This is an optimization exercise on Yosys and OpenROAD, whose aim is small area, a short achievable clock period and few clock cycles, not a production implementation.
At most, simulation tests tie the RTL to the original design; equivalence was not proved.
No activity file was given, so power comes from the tool's default toggle rates.

## huffman_top
module huffman_top (
	input  logic                      clk,
	input  logic                      reset,
	input  logic                      gray_valid,
	input  huff_types_pkg::pixel_t    gray_data,
	output logic                      cnt_valid,
	output huff_types_pkg::count_t    cnt1,
	output huff_types_pkg::count_t    cnt2,
	output huff_types_pkg::count_t    cnt3,
	output huff_types_pkg::count_t    cnt4,
	output huff_types_pkg::count_t    cnt5,
	output huff_types_pkg::count_t    cnt6,
	output logic                      code_valid,
	output huff_types_pkg::code_t     hc1,
	output huff_types_pkg::code_t     hc2,
	output huff_types_pkg::code_t     hc3,
	output huff_types_pkg::code_t     hc4,
	output huff_types_pkg::code_t     hc5,
	output huff_types_pkg::code_t     hc6,
	output huff_types_pkg::len_mask_t m1,
	output huff_types_pkg::len_mask_t m2,
	output huff_types_pkg::len_mask_t m3,
	output huff_types_pkg::len_mask_t m4,
	output huff_types_pkg::len_mask_t m5,
	output huff_types_pkg::len_mask_t m6
);
Size in the first run: ~160 I/O pins, ~15000 um^2 of cells after synthesis.
export LEC_CHECK = 0
export CAP_MARGIN = 20
export CORE_MARGIN = 2
export CORE_UTILIZATION = 40
export CTS_BUF_LIST = sky130_fd_sc_hd__clkbuf_8
export SLEW_MARGIN = 20
create_clock -name core_clock -period 8.0 [get_ports {clk}]
standard.sh (not shown) runs the stock make flow with config.mk's settings and CLKGATE_MAP_FILE= SYNTH_SCRIPT=/design/flow/synth_recipe.tcl, a recipe that flattens the netlist after the stock synthesis.
==> flow/flow/run.sh <==
#!/bin/bash
set -euo pipefail
bash standard.sh "BUFFER_PORTS_ARGS=-buffer_cell sky130_fd_sc_hd__buf_1" SETUP_SLACK_MARGIN=5.0 finish > make_finish.log 2>&1
Testbench counts at the start, summed over its fixed seeds: cycles 13,404.
Next try:
--- a/flow/design.v
+++ b/flow/design.v
@@ -120,118 +120,108 @@
 		end
 		for (int i = 0; i < 6; i++) begin
 			oh_nx[i] = 6'b000001;
 			for (int j = 0; j < 6; j++) begin
 				if (j > i && ge_nx[i][j]) oh_nx[i] = {oh_nx[i][4:0], 1'b0};
 				if (j < i && !ge_nx[j][i]) oh_nx[i] = {oh_nx[i][4:0], 1'b0};
 			end
 		end
 	end
-	always_ff @(posedge clk) begin
-		oh <= oh_nx;
-	end
 	assign cnt1 = cnt[0];
 	assign cnt2 = cnt[1];
 	assign cnt3 = cnt[2];
 	assign cnt4 = cnt[3];
 	assign cnt5 = cnt[4];
 	assign cnt6 = cnt[5];
-	logic [5:0][2:0] slot;
 	logic [5:0][7:0] sorted_w;
 	logic [7:0]      sorted_s;
 	always_comb begin
 		for (int i = 0; i < 6; i++) begin
-			slot[i][0] = oh[i][1] | oh[i][3] | oh[i][5];
-			slot[i][1] = oh[i][2] | oh[i][3];
-			slot[i][2] = oh[i][4] | oh[i][5];
 		end
 		for (int k = 0; k < 6; k++) begin
 			sorted_w[k] = '0;
 			for (int i = 0; i < 6; i++) begin
 				sorted_w[k] = sorted_w[k] | (cnt[i] & {8{oh[i][k]}});
 			end
 		end
 		sorted_s = add8(sorted_w[0], sorted_w[1]);
 	end
 	logic [5:0][7:0] w;       
 	logic [7:0]      sw;      
 	logic [5:0]      vld;     
-	logic [5:0][2:0] ptr;     
 	logic [5:0][4:0] code;    
 	logic [5:0][4:0] msk;     
 	logic [5:2]      t;       
-	logic [2:0]      np;      
+	logic [4:0]      pone;    
 	logic [4:0][7:0] rw;
 	logic [7:0]      rsw;
-	logic [5:0][2:0] rptr;
+	logic [5:0][5:0] roh;
 	logic [5:0][4:0] rcode;
 	logic [5:0][4:0] rmsk;
 	always_comb begin
-		logic [2:0] pv;
+		logic [5:0] pv;
 		logic [4:0] mv;
 		logic [4:0] kv;
 		for (int k = 2; k < 6; k++) begin
 			t[k] = !ge8(w[k], sw) && vld[k];
 		end
-		np[2] = t[5];
-		np[1] = t[3] & ~t[5];
-		np[0] = (t[2] & ~t[3]) | (t[4] & ~t[5]);
+		pone[0] = ~t[2];
+		for (int j = 1; j < 4; j++) begin
+			pone[j] = t[j + 1] & ~t[j + 2];
+		end
+		pone[4] = t[5];
 		rw[0] = t[2] ? w[2] : sw;
 		for (int i = 1; i < 4; i++) begin
 			if (t[i + 2]) rw[i] = w[i + 2];
 			else if (t[i + 1]) rw[i] = sw;
 			else rw[i] = w[i + 1];
 		end
 		rw[4] = t[5] ? sw : w[5];
 		rsw = t[3] ? add8(w[2], w[3]) : add8(w[2], sw);
 		for (int s = 0; s < 6; s++) begin
-			pv = ptr[s];
+			pv = oh[s];
 			mv = msk[s];
 			kv = code[s];
-			rcode[s] = kv;
-			rmsk[s]  = mv;
-			case (pv)
-				3'd0: begin
-					rptr[s]  = np;
-					rcode[s] = kv | (~mv & {mv[3:0], 1'b1});
-					rmsk[s]  = {mv[3:0], 1'b1};
-				end
-				3'd1: begin
-					rptr[s]  = np;
-					rmsk[s]  = {mv[3:0], 1'b1};
-				end
-				3'd2: rptr[s] = t[2] ? 3'd0 : 3'd1;
-				3'd3: rptr[s] = t[3] ? 3'd1 : 3'd2;
-				3'd4: rptr[s] = t[4] ? 3'd2 : 3'd3;
-				default: rptr[s] = t[5] ? 3'd3 : 3'd4;
-			endcase
+			roh[s] = '0;
+			for (int j = 0; j < 5; j++) begin
+				roh[s][j] = (pv[0] | pv[1]) & pone[j];
+				if (j + 2 < 6) roh[s][j] = roh[s][j] | (pv[j + 2 < 6 ? j + 2 : 5] & t[j + 2 < 6 ? j + 2 : 5]);
+				if (j >= 1) roh[s][j] = roh[s][j] | (pv[j + 1] & ~t[j >= 1 ? j + 1 : 2]);
+			end
+			rcode[s] = pv[0] ? kv | (~mv & {mv[3:0], 1'b1}) : kv;
+			rmsk[s]  = (pv[0] | pv[1]) ? {mv[3:0], 1'b1} : mv;
 		end
 	end
 	always_ff @(posedge clk) begin
 		if (reset) begin
 			code_valid <= 1'b0;
 		end else if (closed_d && vld[1] && !vld[2]) begin
 			code_valid <= 1'b1;
 		end
 	end
 	always_ff @(posedge clk) begin
 		if (!closed_d) begin
+			oh <= oh_nx;
+		end else begin
+			oh <= roh;
+		end
+	end
+	always_ff @(posedge clk) begin
+		if (!closed_d) begin
 			w    <= sorted_w;
 			sw   <= sorted_s;
 			vld  <= 6'b111111;
-			ptr  <= slot;
 			code <= '0;
 			msk  <= '0;
 		end else if (vld[1]) begin
 			w[4:0] <= rw;
 			sw     <= rsw;
 			vld    <= {1'b0, vld[5:1]};
-			ptr    <= rptr;
 			code   <= rcode;
 			msk    <= rmsk;
 		end
 	end
 	assign hc1 = {3'b0, code[0]};
 	assign hc2 = {3'b0, code[1]};
 	assign hc3 = {3'b0, code[2]};
 	assign hc4 = {3'b0, code[3]};
 	assign hc5 = {3'b0, code[4]};
Setup slack gains 17 ps.
Core utilization stays flat.
Routed wire length goes up by 4.3%.
Area after synthesis decreases by 3.7%.
Flip-flop and latch count is lower by 18.
Via count drops by 0.68%.
Count of clock-buffer cells in the layout falls by 32.
Hold slack improves by 19 ps.
Function not checked in the second run of this note: the RTL went through the layout flow alone.

========
== alpha ==
The RTL this note starts from:
==> flow/design.v <==
package huff_types_pkg;
	typedef logic [8-1:0] pixel_t;
	typedef logic [8-1:0] count_t;
	typedef logic [6-1:0] sym_mask_t;
	typedef logic [8-1:0] code_t;
	typedef logic [8-1:0] len_mask_t;
endpackage
package huff_ctrl_pkg;
	typedef enum logic [1:0] {SORT_IDLE, SORT_PASS, SORT_DONE} sort_state_t;
	typedef enum logic [1:0] {MRG_IDLE, MRG_POP, MRG_INSERT, MRG_DONE} merge_state_t;
	typedef enum logic [1:0] {BLD_IDLE, BLD_WALK, BLD_DONE} build_state_t;
	typedef logic [$clog2(5)-1:0] round_t;
	typedef logic [$clog2(6+1)-1:0] step_t;
endpackage
`timescale 1ns/1ns
module huffman_top (
	input  logic                      clk,
	input  logic                      reset,
	input  logic                      gray_valid,
	input  huff_types_pkg::pixel_t    gray_data,
	output logic                      cnt_valid,
	output huff_types_pkg::count_t    cnt1,
	output huff_types_pkg::count_t    cnt2,
	output huff_types_pkg::count_t    cnt3,
	output huff_types_pkg::count_t    cnt4,
	output huff_types_pkg::count_t    cnt5,
	output huff_types_pkg::count_t    cnt6,
	output logic                      code_valid,
	output huff_types_pkg::code_t     hc1,
	output huff_types_pkg::code_t     hc2,
	output huff_types_pkg::code_t     hc3,
	output huff_types_pkg::code_t     hc4,
	output huff_types_pkg::code_t     hc5,
	output huff_types_pkg::code_t     hc6,
	output huff_types_pkg::len_mask_t m1,
	output huff_types_pkg::len_mask_t m2,
	output huff_types_pkg::len_mask_t m3,
	output huff_types_pkg::len_mask_t m4,
	output huff_types_pkg::len_mask_t m5,
	output huff_types_pkg::len_mask_t m6
);
	function automatic logic ge8(input logic [7:0] a, input logic [7:0] b);
		logic [7:0] g;
		logic [7:0] l;
		logic [3:0] g2;
		logic [3:0] l2;
		logic [1:0] g4;
		logic [1:0] l4;
		g = a & ~b;
		l = ~a & b;
		for (int i = 0; i < 4; i++) begin
			g2[i] = g[2*i+1] | (~l[2*i+1] & g[2*i]);
			l2[i] = l[2*i+1] | (~g[2*i+1] & l[2*i]);
		end
		for (int i = 0; i < 2; i++) begin
			g4[i] = g2[2*i+1] | (~l2[2*i+1] & g2[2*i]);
			l4[i] = l2[2*i+1] | (~g2[2*i+1] & l2[2*i]);
		end
		ge8 = ~(l4[1] | (~g4[1] & l4[0]));
	endfunction
	function automatic logic [7:0] add8(input logic [7:0] a, input logic [7:0] b);
		logic [7:0] g;
		logic [7:0] p;
		logic [7:0] gg;
		logic [7:0] pp;
		logic [7:0] g1;
		logic [7:0] p1;
		g = a & b;
		p = a ^ b;
		gg = g;
		pp = p;
		for (int d = 1; d < 8; d = d * 2) begin
			g1 = gg;
			p1 = pp;
			for (int i = d; i < 8; i++) begin
				gg[i] = g1[i] | (p1[i] & g1[i - d]);
				pp[i] = p1[i] & p1[i - d];
			end
		end
		add8 = p ^ {gg[6:0], 1'b0};
	endfunction
	logic            seen;
	logic            closed;     
	logic            closed_d;   
	logic [5:0][7:0] cnt;
	always_ff @(posedge clk) begin
		if (reset) begin
			seen      <= 1'b0;
			closed    <= 1'b0;
			closed_d  <= 1'b0;
			cnt_valid <= 1'b0;
			cnt       <= '0;
		end else begin
			closed_d  <= closed;
			cnt_valid <= 1'b0;
			if (!closed) begin
				if (gray_valid) begin
					seen <= 1'b1;
					for (int i = 0; i < 6; i++) begin
						if (gray_data == 8'(i + 1)) begin
							cnt[i] <= cnt[i] + 8'd1;
						end
					end
				end else if (seen) begin
					closed    <= 1'b1;
					cnt_valid <= 1'b1;
				end
			end
		end
	end
	logic [5:0][5:0] ge_nx;
	logic [5:0][5:0] oh;
	logic [5:0][5:0] oh_nx;
	logic [5:0][4:0] ohr;
	always_comb begin
		for (int i = 0; i < 6; i++) begin
			oh[i] = {~|ohr[i], ohr[i]};
		end
	end
	always_comb begin
		ge_nx = '0;
		for (int i = 0; i < 6; i++) begin
			for (int j = i + 1; j < 6; j++) begin
				ge_nx[i][j] = ge8(cnt[i], cnt[j]);
			end
		end
		for (int i = 0; i < 6; i++) begin
			oh_nx[i] = 6'b000001;
			for (int j = 0; j < 6; j++) begin
				if (j > i && ge_nx[i][j]) oh_nx[i] = {oh_nx[i][4:0], 1'b0};
				if (j < i && !ge_nx[j][i]) oh_nx[i] = {oh_nx[i][4:0], 1'b0};
			end
		end
	end
	assign cnt1 = cnt[0];
	assign cnt2 = cnt[1];
	assign cnt3 = cnt[2];
	assign cnt4 = cnt[3];
	assign cnt5 = cnt[4];
	assign cnt6 = cnt[5];
	logic [5:0][7:0] sorted_w;
	logic [7:0]      sorted_s;
	always_comb begin
		for (int i = 0; i < 6; i++) begin
		end
		for (int k = 0; k < 6; k++) begin
			sorted_w[k] = '0;
			for (int i = 0; i < 6; i++) begin
				sorted_w[k] = sorted_w[k] | (cnt[i] & {8{oh[i][k]}});
			end
		end
		sorted_s = add8(sorted_w[0], sorted_w[1]);
	end
	logic [5:0][7:0] w;       
	logic [7:0]      sw;      
	logic [5:0]      vld;     
	logic [5:0][4:0] code;    
	logic [5:0][4:0] msk;     
	logic [5:2]      t;       
	logic [4:0]      pone;    
	logic [4:0][7:0] rw;
	logic [7:0]      rsw;
	logic [5:0][5:0] roh;
	logic [5:0][4:0] rcode;
	logic [5:0][4:0] rmsk;
	always_comb begin
		logic [5:0] pv;
		logic [4:0] mv;
		logic [4:0] kv;
		for (int k = 2; k < 6; k++) begin
			t[k] = !ge8(w[k], sw) && vld[k];
		end
		pone[0] = ~t[2];
		for (int j = 1; j < 4; j++) begin
			pone[j] = t[j + 1] & ~t[j + 2];
		end
		pone[4] = t[5];
		rw[0] = t[2] ? w[2] : sw;
		for (int i = 1; i < 4; i++) begin
			if (t[i + 2]) rw[i] = w[i + 2];
			else if (t[i + 1]) rw[i] = sw;
			else rw[i] = w[i + 1];
		end
		rw[4] = t[5] ? sw : w[5];
		rsw = t[3] ? add8(w[2], w[3]) : add8(w[2], sw);
		for (int s = 0; s < 6; s++) begin
			pv = oh[s];
			mv = msk[s];
			kv = code[s];
			roh[s] = '0;
			for (int j = 0; j < 5; j++) begin
				roh[s][j] = (pv[0] | pv[1]) & pone[j];
				if (j + 2 < 6) roh[s][j] = roh[s][j] | (pv[j + 2 < 6 ? j + 2 : 5] & t[j + 2 < 6 ? j + 2 : 5]);
				if (j >= 1) roh[s][j] = roh[s][j] | (pv[j + 1] & ~t[j >= 1 ? j + 1 : 2]);
			end
			rcode[s] = roh[s][0] ? kv | (~mv & {mv[3:0], 1'b1}) : kv;
			rmsk[s]  = (roh[s][0] | roh[s][1]) ? {mv[3:0], 1'b1} : mv;
		end
	end
	always_ff @(posedge clk) begin
		if (reset) begin
			code_valid <= 1'b0;
		end else if (closed_d && vld[2] && !vld[3]) begin
			code_valid <= 1'b1;
		end
	end
	always_ff @(posedge clk) begin
		if (!closed_d) begin
			for (int i = 0; i < 6; i++) begin
				ohr[i] <= oh_nx[i][4:0];
			end
		end else begin
			for (int i = 0; i < 6; i++) begin
				ohr[i] <= roh[i][4:0];
			end
		end
	end
	always_ff @(posedge clk) begin
		if (!closed_d) begin
			w    <= sorted_w;
			sw   <= sorted_s;
			vld  <= 6'b111111;
			for (int s = 0; s < 6; s++) begin
				code[s] <= {4'b0, oh[s][0]};
				msk[s]  <= {4'b0, oh[s][0] | oh[s][1]};
			end
		end else if (vld[2]) begin
			w[4:0] <= rw;
			sw     <= rsw;
			vld    <= {1'b0, vld[5:1]};
			code   <= rcode;
			msk    <= rmsk;
		end
	end
	assign hc1 = {3'b0, code[0]};
	assign hc2 = {3'b0, code[1]};
	assign hc3 = {3'b0, code[2]};
	assign hc4 = {3'b0, code[3]};
	assign hc5 = {3'b0, code[4]};
	assign hc6 = {3'b0, code[5]};
	assign m1 = {3'b0, msk[0]};
	assign m2 = {3'b0, msk[1]};
	assign m3 = {3'b0, msk[2]};
	assign m4 = {3'b0, msk[3]};
	assign m5 = {3'b0, msk[4]};
	assign m6 = {3'b0, msk[5]};
endmodule
export LEC_CHECK = 0
export ABC_AREA = 1
export CAP_MARGIN = 20
export CORE_MARGIN = 2
export CORE_UTILIZATION = 40
export CTS_BUF_LIST = sky130_fd_sc_hd__clkbuf_8 sky130_fd_sc_hd__clkbuf_16
export GPL_ROUTABILITY_DRIVEN = 0
export SLEW_MARGIN = 20
export TNS_END_PERCENT = 0
create_clock -name core_clock -period 8.0 [get_ports {clk}]
==> flow/flow/run.sh <==
#!/bin/bash
set -euo pipefail
bash standard.sh "BUFFER_PORTS_ARGS=-buffer_cell sky130_fd_sc_hd__buf_1" SETUP_SLACK_MARGIN=5.3 finish > make_finish.log 2>&1
Testbench counts of alpha, summed over its fixed seeds: cycles 13,084.
Input-level comparison between beta and alpha:
diff --git a/flow/design.v b/flow/design.v
--- a/flow/design.v
+++ b/flow/design.v
@@ -110,14 +110,8 @@
 	end
 	logic [5:0][5:0] ge_nx;
 	logic [5:0][5:0] oh;
 	logic [5:0][5:0] oh_nx;
-	logic [5:0][4:0] ohr;
-	always_comb begin
-		for (int i = 0; i < 6; i++) begin
-			oh[i] = {~|ohr[i], ohr[i]};
-		end
-	end
 	always_comb begin
 		ge_nx = '0;
 		for (int i = 0; i < 6; i++) begin
 			for (int j = i + 1; j < 6; j++) begin
@@ -205,15 +199,11 @@
 		end
 	end
 	always_ff @(posedge clk) begin
 		if (!closed_d) begin
-			for (int i = 0; i < 6; i++) begin
-				ohr[i] <= oh_nx[i][4:0];
-			end
+			oh <= oh_nx;
 		end else begin
-			for (int i = 0; i < 6; i++) begin
-				ohr[i] <= roh[i][4:0];
-			end
+			oh <= roh;
 		end
 	end
 	always_ff @(posedge clk) begin
 		if (!closed_d) begin
beta did not stop at any stage, and its layout met the timing, DRC and antenna checks. Looking at beta and alpha, the fraction of final layout cells with drive strength greater than 1 is a wash. Going from alpha to beta, the die span in y was found to have gone up by 0.57%. Re buffer share of cell area: alpha was higher than beta. On maximum frequency, beta and alpha are basically level. Delta (beta minus alpha): combinational fraction of design power dropped 1.4 points, post-cts sizing count climbed 13, detailed placer's ending HPWL climbed 510 µm, wire length of the first global-routing pass climbed 1.5%. [compare] base=alpha new=beta: final period demand of the worst path has increased; total number of cells along the worst setup path now sits at about the same level; area of all placed cells without fillers ~0 delta.
Testbench counts of beta, summed over its fixed seeds: cycles 13,084.

==> port drivers added, routing unchanged <==
The flow's constraints put no driver on any port. The routed layouts listed below were extracted and timed again, unchanged, in two steps. Step 1 sets driving cells, clkbuf_16 on the clock port and buf_2 on the other inputs (assumed; they add their load-dependent delay and slew). Step 2 also shifts input and output timing later by t, the mid clock arrival at the registers, as if the neighbouring blocks saw the same clock. Three values: no drivers, after step 1, after step 2; two values: the first two.
run	t, ns	setup slack, ns	worst setup path at the end
the first run of note 1	0.605	5.026 / 4.976 / 4.534	input to register
the second run of note 1	0.548	5.043 / 4.993 / 4.578	input to register
alpha	0.522	5.224 / 5.168 / 4.858	input to register
beta	0.514	5.220 / 5.167 / 4.787	input to register
After both steps setup and hold are still met in every run listed. For the first run of note 1, which loses most, drivers alone change the setup slack by -0.050 ns; drivers and shift together by -0.492 ns.
